This design comes from an exercise in tuning for small area on the open sky130 flow, not from production work.
Function was checked by simulation only, so behaviour that the tests miss may differ from the original.

## flow/design.v (module list and top-level ports; edited modules follow where they fit)
// module sg_fa: 11 lines
// module sg_ha: 10 lines
// module sg_xnor: 8 lines
// module sg_or: 8 lines
// module sg_maj: 9 lines
// module sg_pp4: 12 lines
// module sgc_a2111oi: 1 lines
// module sgc_a211oi: 1 lines
// module sgc_a21oi: 1 lines
// module sgc_a221oi: 1 lines
// module sgc_a22oi: 1 lines
// module sgc_a31oi: 1 lines
// module sgc_a32oi: 1 lines
// module sgc_and3: 1 lines
// module sgc_inv: 1 lines
// module sgc_nand2: 1 lines
// module sgc_nand3: 1 lines
// module sgc_nand4: 1 lines
// module sgc_nor2: 1 lines
// module sgc_nor3: 1 lines
// module sgc_nor4: 1 lines
// module sgc_o211ai: 1 lines
// module sgc_o21ai: 1 lines
// module sgc_o221ai: 1 lines
// module sgc_o22ai: 1 lines
// module sgc_o2bb2ai: 1 lines
// module sgc_o311ai: 1 lines
// module sgc_o31ai: 1 lines
// module sgc_o32ai: 1 lines
// module sgc_or2: 1 lines
// module sgc_or3: 1 lines
// module sgc_xnor2: 1 lines
// module sgc_xor2: 1 lines
// module dac_ctrl_sync: 16 lines
// module pulse_timer: 377 lines
// module sg_sine_rom: 736 lines
// module sg_dds_mul: 982 lines
// module sg_tri_mul: 1295 lines
// module sg_acc32: 200 lines
// module signal_gen_top: 129 lines
module signal_gen_top
(
  input  logic          clk_user_bufg,
  input  logic          rst_glb,
  input  logic          dds_reset,
  input  logic [111:0]  dds_cfg,       
  input  logic [63:0]   vc_cfg,        
  input  logic [29:0]   fsc_req,       
  output logic [31:0]   iq,            
  output logic [29:0]   fsc,           
  output logic [15:0]   vc_triangle,
  output logic [15:0]   vc_dac_data
);
  // ...
==> flow/flow/run.sh <==
#!/bin/bash
# Layout: the standard ORFS flow (standard.sh, which also runs the
# standard synthesis unchanged), with two changes:
#  - buffer_ports, which puts a buffer on every input and output port, uses
#    the platform's smallest buffer (sky130_fd_sc_hd__buf_1) instead of its
#    default pick; repair_design still sizes or buffers those nets where slew
#    or capacitance needs it;
#  - clock tree synthesis runs with its ORFS arguments plus the ones below
#    (no dummy loads, larger sink clusters).
# make's full output goes to flow_make.log in this folder; each ORFS step
# keeps its own log under orfs/logs/.
set -euo pipefail
cd "$(dirname "$0")/.."
bash standard.sh "BUFFER_PORTS_ARGS=-buffer_cell sky130_fd_sc_hd__buf_1" \
  "CTS_ARGS=-sink_clustering_enable -repair_clock_nets -dont_use_dummy_load -buf_list sky130_fd_sc_hd__clkbuf_4 -sink_clustering_size 30" \
  finish > flow_make.log 2>&1
==> flow/standard.sh <==
#!/bin/bash
# synth_recipe.tcl (not shown) runs the flow's synth.tcl, then flattens the netlist and writes it again
# the make line also repeats each setting of config.mk as NAME=value (left out here)
make -C /OpenROAD-flow-scripts/flow DESIGN_CONFIG=/design/flow/config.mk WORK_HOME=/design/flow/orfs CLKGATE_MAP_FILE= SYNTH_SCRIPT=/design/flow/synth_recipe.tcl "${@:-finish}"
==> flow/config.mk <==
export PLATFORM = sky130hd
export DESIGN_NAME = signal_gen_top
export DESIGN_NICKNAME = signal_gen_top
export VERILOG_FILES = /design/flow/design.v
export SDC_FILE = /design/flow/constraint.sdc
export NUM_CORES = 4
export LEC_CHECK = 0
export CAP_MARGIN = 20
export CORE_MARGIN = 2
export CORE_UTILIZATION = 60
export CTS_BUF_LIST = sky130_fd_sc_hd__clkbuf_4
export SLEW_MARGIN = 20
export SYNTH_HIERARCHICAL = 1
export SYNTH_MINIMUM_KEEP_SIZE = 0
==> flow/constraint.sdc <==
create_clock -name core_clock -period 12.0 [get_ports {clk_user_bufg}]
set_input_delay 2.4000 -clock core_clock [delete_from_list [all_inputs] [get_ports {clk_user_bufg}]]
set_output_delay 2.4000 -clock core_clock [all_outputs]
set_load 0.01 [all_outputs]
==> reports/summary.txt, run 1 <==
Status -> timing/DRC/antenna clean
Post-Synth Adder-Cell Area -> 0.383
CTS tree -> done
Synth area leaders -> fa_1 (31%), a222oi_1 (11%), dfrtp_1 (8.7%), dfxtp_1 (7.1%), maj3_2 (4.7%)
MaxCap Viol Count -> 0
# nets final -> 3457
Nonclk inv count -> 128
FF+latch count -> 227
GR peak layer -> met2
Met2 Use GR -> 0.599
Core area -> 45500 µm²
Critical path buffer and inverter count -> 3
Setup crit end kind -> register
Syn Area/Cell -> 11.2 µm²
Dpl hpwl -> 64.8 mm
DRC -> 0
Hold WS -> 0.384 ns
Synth Warn # -> 7
Dpl cell area -> 29200 µm²
Setup TNS -> 0 ns
Hold Path Depth -> 0
Register area -> 5230 µm²
GPL Wtd Cong -> 1.04
F_max -> 88.5 MHz
Die area -> 47900 µm²
Initial antenna violation count -> 3
Fill cell count -> 3686
R2r setup slk -> 0.70 ns
WP depth -> 29
Post-Syn Instances -> 2468
Routed vias -> 23416
Die span in x -> 219 µm
==> module signal_gen_top, before the edit <==
module signal_gen_top
(
  input  logic          clk_user_bufg,
  input  logic          rst_glb,
  input  logic          dds_reset,
  input  logic [111:0]  dds_cfg,       
  input  logic [63:0]   vc_cfg,        
  input  logic [29:0]   fsc_req,       
  output logic [31:0]   iq,            
  output logic [29:0]   fsc,           
  output logic [15:0]   vc_triangle,
  output logic [15:0]   vc_dac_data
);
  wire        mode      = dds_cfg[111];
  wire [31:0] fcw       = dds_cfg[110:79];
  wire [14:0] amp       = dds_cfg[78:64];
  wire [31:0] prt_width = dds_cfg[63:32];
  wire [31:0] prt_cycle = dds_cfg[31:0];
  wire [31:0] vc_fcw    = vc_cfg[63:32];
  wire [15:0] vc_amp    = vc_cfg[31:16];
  wire [15:0] vc_offset = vc_cfg[15:0];
  logic rst_dds_d1;
  logic rsync;
  always_ff @(posedge clk_user_bufg or posedge rst_glb)
  begin
    if (rst_glb)
    begin
      rst_dds_d1 <= 1'b1;
      rsync      <= 1'b1;
    end
    else
    begin
      rst_dds_d1 <= dds_reset;
      rsync      <= rst_dds_d1;
    end
  end
  wire [29:0] fsc_d;
  dac_ctrl_sync u_fsc2 (.req(fsc_req[29:20]), .code(fsc_d[29:20]));
  dac_ctrl_sync u_fsc1 (.req(fsc_req[19:10]), .code(fsc_d[19:10]));
  dac_ctrl_sync u_fsc0 (.req(fsc_req[9:0]),   .code(fsc_d[9:0]));
  always_ff @(posedge clk_user_bufg or posedge rst_glb)
  begin
    if (rst_glb)
      fsc <= {30{1'b1}};
    else
      fsc <= fsc_d;
  end
  logic [31:0] cnt_r;        
  logic        gate;
  logic [31:0] phase;
  logic [14:0] s1_mm_sin;    
  logic [14:0] s1_mm_cos;    
  logic        s1_nsin;      
  logic        s1_ncos;      
  logic        s1_zero;      
  logic        s1_gate;
  wire [31:0] cnt_r_nxt;
  wire        gate_nxt;
  wire [31:0] phase_sum;
  pulse_timer u_pulse (
    .clr       (rsync),
    .r         (cnt_r),
    .prt_width (prt_width),
    .prt_cycle (prt_cycle),
    .r_nxt     (cnt_r_nxt),
    .gate_nxt  (gate_nxt)
  );
  sg_acc32 u_phase_acc (.a(phase), .b(fcw), .s(phase_sum));
  wire [14:0] mm_sin, mm_cos;
  sg_sine_rom u_rom (.idx(phase[29:24] ^ {6{phase[30]}}), .nsin(phase[31]), .ncos(phase[31] ^ phase[30]),
                     .mm_sin(mm_sin), .mm_cos(mm_cos));
  always_ff @(posedge clk_user_bufg)
  begin
    cnt_r   <= cnt_r_nxt;
    gate    <= gate_nxt;
    phase   <= rsync ? 32'd0 : phase_sum;
    s1_mm_sin <= mm_sin;
    s1_mm_cos <= mm_cos;
    s1_nsin <= phase[31];
    s1_ncos <= phase[31] ^ phase[30];
    s1_zero <= rsync;
    s1_gate <= gate;
  end
  wire        kill;
  wire [14:0] amp_k;
  wire [6:0]  sel1, sel2, sel3;
  wire [15:0] i_d, q_d;
  assign kill  = rsync | s1_zero | (mode & ~s1_gate);
  assign amp_k = amp;
  genvar j;
  for (j = 0; j < 7; j++)
  begin : g_dig
    assign sel1[j] =  amp_k[2*j] & ~amp_k[2*j+1];
    assign sel2[j] = ~amp_k[2*j] &  amp_k[2*j+1];
    assign sel3[j] =  amp_k[2*j] &  amp_k[2*j+1];
  end
  sg_dds_mul u_i (.mm(s1_mm_sin), .amp(amp_k), .sel1(sel1), .sel2(sel2), .sel3(sel3), .neg(s1_nsin), .y(i_d));
  sg_dds_mul u_q (.mm(s1_mm_cos), .amp(amp_k), .sel1(sel1), .sel2(sel2), .sel3(sel3), .neg(s1_ncos), .y(q_d));
  always_ff @(posedge clk_user_bufg or posedge rst_glb)
  begin
    if (rst_glb)
      iq <= 32'd0;
    else
      iq <= {i_d, q_d} & {32{~kill}};
  end
  logic [31:0] vphase;
  wire  [31:0] vphase_sum;
  wire  [15:0] fold;
  wire  [15:0] tri_val;
  wire  [15:0] dac_val;
  sg_acc32 u_vphase_acc (.a(vphase), .b(vc_fcw), .s(vphase_sum));
  assign fold = vphase[30:15] ^ {16{vphase[31]}};
  sg_tri_mul u_tri (.fold(fold), .amp(vc_amp), .off(vc_offset), .tv(tri_val), .dac(dac_val));
  always_ff @(posedge clk_user_bufg or posedge rst_glb)
  begin
    if (rst_glb)
    begin
      vphase      <= 32'd0;
      vc_triangle <= 16'd0;
      vc_dac_data <= 16'd0;
    end
    else
    begin
      vphase      <= vphase_sum;
      vc_triangle <= tri_val;
      vc_dac_data <= dac_val;
    end
  end
endmodule
==> inputs of run 2 (changes only) <==
--- a/flow/design.v
+++ b/flow/design.v
@@ -3801,14 +3801,14 @@
   wire [15:0] i_d, q_d;
   assign kill  = rsync | s1_zero | (mode & ~s1_gate);
-  assign amp_k = amp;
+  assign amp_k = {amp[14] & ~kill, amp[13:0]};
   genvar j;
   for (j = 0; j < 7; j++)
   begin : g_dig
-    assign sel1[j] =  amp_k[2*j] & ~amp_k[2*j+1];
-    assign sel2[j] = ~amp_k[2*j] &  amp_k[2*j+1];
-    assign sel3[j] =  amp_k[2*j] &  amp_k[2*j+1];
+    assign sel1[j] =  amp_k[2*j] & ~amp_k[2*j+1] & ~kill;
+    assign sel2[j] = ~amp_k[2*j] &  amp_k[2*j+1] & ~kill;
+    assign sel3[j] =  amp_k[2*j] &  amp_k[2*j+1] & ~kill;
   end
-  sg_dds_mul u_i (.mm(s1_mm_sin), .amp(amp_k), .sel1(sel1), .sel2(sel2), .sel3(sel3), .neg(s1_nsin), .y(i_d));
-  sg_dds_mul u_q (.mm(s1_mm_cos), .amp(amp_k), .sel1(sel1), .sel2(sel2), .sel3(sel3), .neg(s1_ncos), .y(q_d));
+  sg_dds_mul u_i (.mm(s1_mm_sin), .amp(amp_k), .sel1(sel1), .sel2(sel2), .sel3(sel3), .neg(s1_nsin & ~kill), .y(i_d));
+  sg_dds_mul u_q (.mm(s1_mm_cos), .amp(amp_k), .sel1(sel1), .sel2(sel2), .sel3(sel3), .neg(s1_ncos & ~kill), .y(q_d));
   always_ff @(posedge clk_user_bufg or posedge rst_glb)
   begin
@@ -3816,5 +3816,5 @@
       iq <= 32'd0;
     else
-      iq <= {i_d, q_d} & {32{~kill}};
+      iq <= {i_d, q_d};
   end
   logic [31:0] vphase;
--- a/flow/config.mk
+++ b/flow/config.mk
@@ -7,6 +7,8 @@
 export LEC_CHECK = 0
 export CAP_MARGIN = 20
+export CELL_PAD_IN_SITES_DETAIL_PLACEMENT = 1
+export CELL_PAD_IN_SITES_GLOBAL_PLACEMENT = 2
 export CORE_MARGIN = 2
-export CORE_UTILIZATION = 60
+export CORE_UTILIZATION = 50
 export CTS_BUF_LIST = sky130_fd_sc_hd__clkbuf_4
 export SLEW_MARGIN = 20
==> reports/summary.txt, run 2 <==
DRT antenna net count -> 0 (unchanged)
Relative slew slack -> 0.180 (was 0.192)
Asr flop ratio synth -> 0.564 (unchanged)
First-pass GRT wire length -> 145 mm (was 133 mm)
Worst path max stage delay -> 0.64 ns (was 0.69 ns)
Slowest-stage cell, CP -> xor2_1 (unchanged)
MaxCap Viol Count -> 0 (unchanged)
Placement Setup Slack -> 0.564 ns (was 0.744 ns)
Post-synth net total -> 3139 (was 3165)
EDFF count, synth -> 0 (unchanged)
Worst Hold Class -> reg -> reg (unchanged)
Setup crit end kind -> register (unchanged)
Setup TNS -> 0 ns (unchanged)
Layout cells sized above 1 -> 0.159 (was 0.161)
Worst-margin pin slew -> 1.23 ns (was 1.20 ns)
Via density -> 6.75 (was 6.96)
Vias in the first global route -> 24910 (was 24359)
F_max -> 89.3 MHz (was 88.5 MHz)
Setup bufs post-CTS -> 0 (unchanged)
Root buffer cell -> clkbuf_4 (unchanged)
Syn Area/Cell -> 11.2 µm² (about the same)
Port bufs -> 302 (unchanged)
RSZ-0062 raised after global routing -> false (unchanged)
Ys flop type -> dfxtp_1 (unchanged)
Clk buf depth -> 3 (unchanged)
Startpoint types -> register (unchanged)
Setup violators final -> 0 (unchanged)
Top delay family on crit path -> adder cells (unchanged)
CTS Buf Count -> 66 (was 59)
CTS tree -> done (unchanged)
Routed wire length -> 93.4 mm (was 85.6 mm)
Drt first pass iters -> 15 (was 22)
DRC -> 0 (unchanged)
Fill cell count -> 5901 (was 3686)
Dpl hpwl -> 71.4 mm (was 64.8 mm)
Status -> timing/DRC/antenna clean (unchanged)
Initial Util -> 0.508 (was 0.610)
Initial antenna violation count -> 6 (was 3)
Ports -> 303 (unchanged)
Core area -> 53900 µm² (was 45500 µm²)
Clock Skew -> 0.0936 ns (was 0.0572 ns)
Synth Warn # -> 7 (unchanged)
Die height -> 238 µm (was 219 µm)
# nets final -> 3453 (was 3457)
GPL Wtd Cong -> 0.985 (was 1.04)
Final worst path period share -> 0.933 (was 0.941)
Die area -> 56600 µm² (was 47900 µm²)
Final Hold Viols -> 0 (unchanged)
Seq cells post-synth -> 227 (unchanged)
Commonest non-fill, non-tap cell in the layout -> fa_1 (unchanged)
Area fraction of the dominant cell type after synthesis -> 0.313 (was 0.309)
Critical path arrival -> 11.81 ns (was 11.90 ns)
Critical path buffer and inverter count -> 1 (was 3)
Clock transition at path regs -> 0.06 ns (was 0.07 ns)
Ranking of synthesized cells by instance count -> fa_1 (428), a222oi_1 (313), nand2_1 (170), inv_1 (128), nor2_1 (121) (was fa_1 (428), a222oi_1 (313), nand2_1 (163), inv_1 (128), nor2_1 (121))
Sequential-to-total area share from yosys stat -> 0.191 (was 0.188)
Worst Path Required -> 12.61 ns (was 12.60 ns)
Starting DRT DRC Count -> 4363 (was 5500)
Yosys top cell by area -> fa_1 (unchanged)
Crit-path max FO -> 18 (unchanged)
Worst Setup Path Type -> reg -> reg (unchanged)
Synthesized cell area -> 27400 µm² (was 27700 µm²)
Post-synthesis cell type count -> 79 (was 77)
Slew Limit Fails -> 0 (unchanged)
CTS Sinks -> 227 (unchanged)
Post-Syn Instances -> 2442 (was 2468)
WL/cell -> 27.0 µm (was 25.5 µm)
Setup ws final -> 0.800 ns (was 0.704 ns)
Top-count cell post-synth -> fa_1 (unchanged)
Gr usage total -> 0.329 (was 0.358)
Clk Latency, worst-skew pair -> 0.76 ns (about the same)
Post-layout min period -> 11.20 ns (was 11.30 ns)
Top cell by count, worst path -> fa_1 (unchanged)
Die span in x -> 238 µm (was 219 µm)
CTS H-Tree Depth -> 3 (was 2)
Commonest cells after routing, fill and taps aside -> fa_1 (428), a222oi_1 (313), buf_1 (302) (unchanged)
Routed vias -> 23306 (was 23416)
Synth area leaders -> fa_1 (31%), a222oi_1 (11%), dfrtp_1 (8.8%), dfxtp_1 (7.2%), maj3_2 (4.7%) (was fa_1 (31%), a222oi_1 (11%), dfrtp_1 (8.7%), dfxtp_1 (7.1%), maj3_2 (4.7%))
Synth-to-Final Area Change -> 8.40% (was 7.07%)
GRT overflow -> 0 (unchanged)
Row cnt -> 85 (was 78)
Pin count of the biggest net entering global routing -> 69 (was 79)
==> run 2: stage by stage <==
| step | hold WS (ns) | instance area [µm²] | utilization | std cells |
|---|---|---|---|---|
| 2_1_floorplan | 0.310 | 27400 | - | 2442 |
| 3_3_place_gp | 0.316 | 29100 | 0.540 | 3384 |
| 3_5_place_dp | 0.325 | 29100 | 0.540 | 3384 |
| 4_1_cts | 0.355 | 29600 | 0.550 | 3450 |
| 5_1_grt | 0.358 | 29700 | 0.550 | 3451 |
| 6_report | 0.346 | 29700 | 0.550 | 3455 |
==> run 2: worst paths after layout <==
kind | from | to | slack, ns | cells past startpoint
setup / recovery | vphase[31] | vc_dac_data[4] | 0.80 | 28
hold / removal | gate | s1_gate | 0.35 | 0
setup reg to reg | vphase[31] | vc_dac_data[4] | 0.80 | 28
hold reg to reg | gate | s1_gate | 0.35 | 0
max in group asynchronous | rst_glb | vc_triangle[12] | 8.94 | 3
min in group asynchronous | rst_glb | iq[24] | 1.74 | 2
==> run 2: metal layers <==
metal,global-route usage,part of all wire,vias to the layer above
li1,-,-,9668
met1,0.428,0.39,11763
met5,0,0.00044,-
met4,0.125,0.039,6
met2,0.524,0.46,1602
met3,0.0936,0.11,267
==> run 2: cell families (layout without fill, tap and decap cells) <==
group,after synthesis,count (layout),synth area share
simple gates,645,645,0.131
fa+ha+maj,603,603,0.388
compound gates,493,493,0.169
buf+inv,264,576,0.0537
flops,227,227,0.191
xor+xnor,209,209,0.0669
mux,1,1,0.000503
other cells,0,5,0
==> run 2: per-module statistics from Yosys, one instance, submodules excluded, a selection <==
module | copies in the design | cells | cell area [µm²]
sgc_o211ai | 8 | 1 | 12.5
sg_acc32 | 2 | 70 | 526
sgc_o31ai | 4 | 1 | 12.5
sg_pp4 | 313 | 1 | 10.0
sg_fa | 428 | 1 | 20.0
sg_tri_mul | 1 | 209 | 1360
sgc_xor2 | 22 | 1 | 8.76
sgc_a22oi | 4 | 1 | 12.5
==> run 2: final cells by class <==
class	instances	area [µm²]	area share
timing repair buffer	382	1730	0.0585
tap	696	871	0.0294
multi-input combinational	1951	20800	0.703
inverter	128	485	0.0164
sequential	227	5230	0.176
clock buffer	66	495	0.0167
antenna	5	12.5	0.000422
==> run 2: worst register-to-register path: cells and delay by family, from the launching register on <==
kind,cells,cell delay (ns)
AOI/OAI and AO/OA,4,0.95
xor gates and xnor gates,3,1.31
adders and majority gates,16,6.96
buffers and inverters,1,0.21
DFF,1,0.42
and+or+nand+nor,4,1.24
==> run 2: repair_timing <==
item / CTS / global route
setup endpoints to repair: 0 / 4
hold buffers: 0 / 0
resized for setup: 0 / 1
endpoints found under the hold margin: 0 / 0

==> re-timing with driven ports <==
Ports are ideal in the flow. The routed layouts listed here were re-timed in OpenROAD. Step 1 assumes that a clkbuf_16 drives the clock port and a buf_2 every other input. Step 2 moves the port delays by t, midway between the first and last clock arrival at a register: inputs arrive t later, outputs are due t later. That takes back most of the time a late clock gives input paths. Three values: no drivers, after step 1, after step 2; two values: the first two.
run	t (ns)	setup WS [ns]	hold slack, ns	worst register clock-pin slew, ns	worst slew at a driven data input, ns
run 1	0.784	0.704 / 0.704 / 0.704	0.384 / 0.384 / 0.384	0.07 / 0.07	0.10
run 2	0.791	0.800 / 0.800 / 0.800	0.346 / 0.346 / 0.346	0.07 / 0.07	0.07
After both steps setup and hold are still met in every run listed.
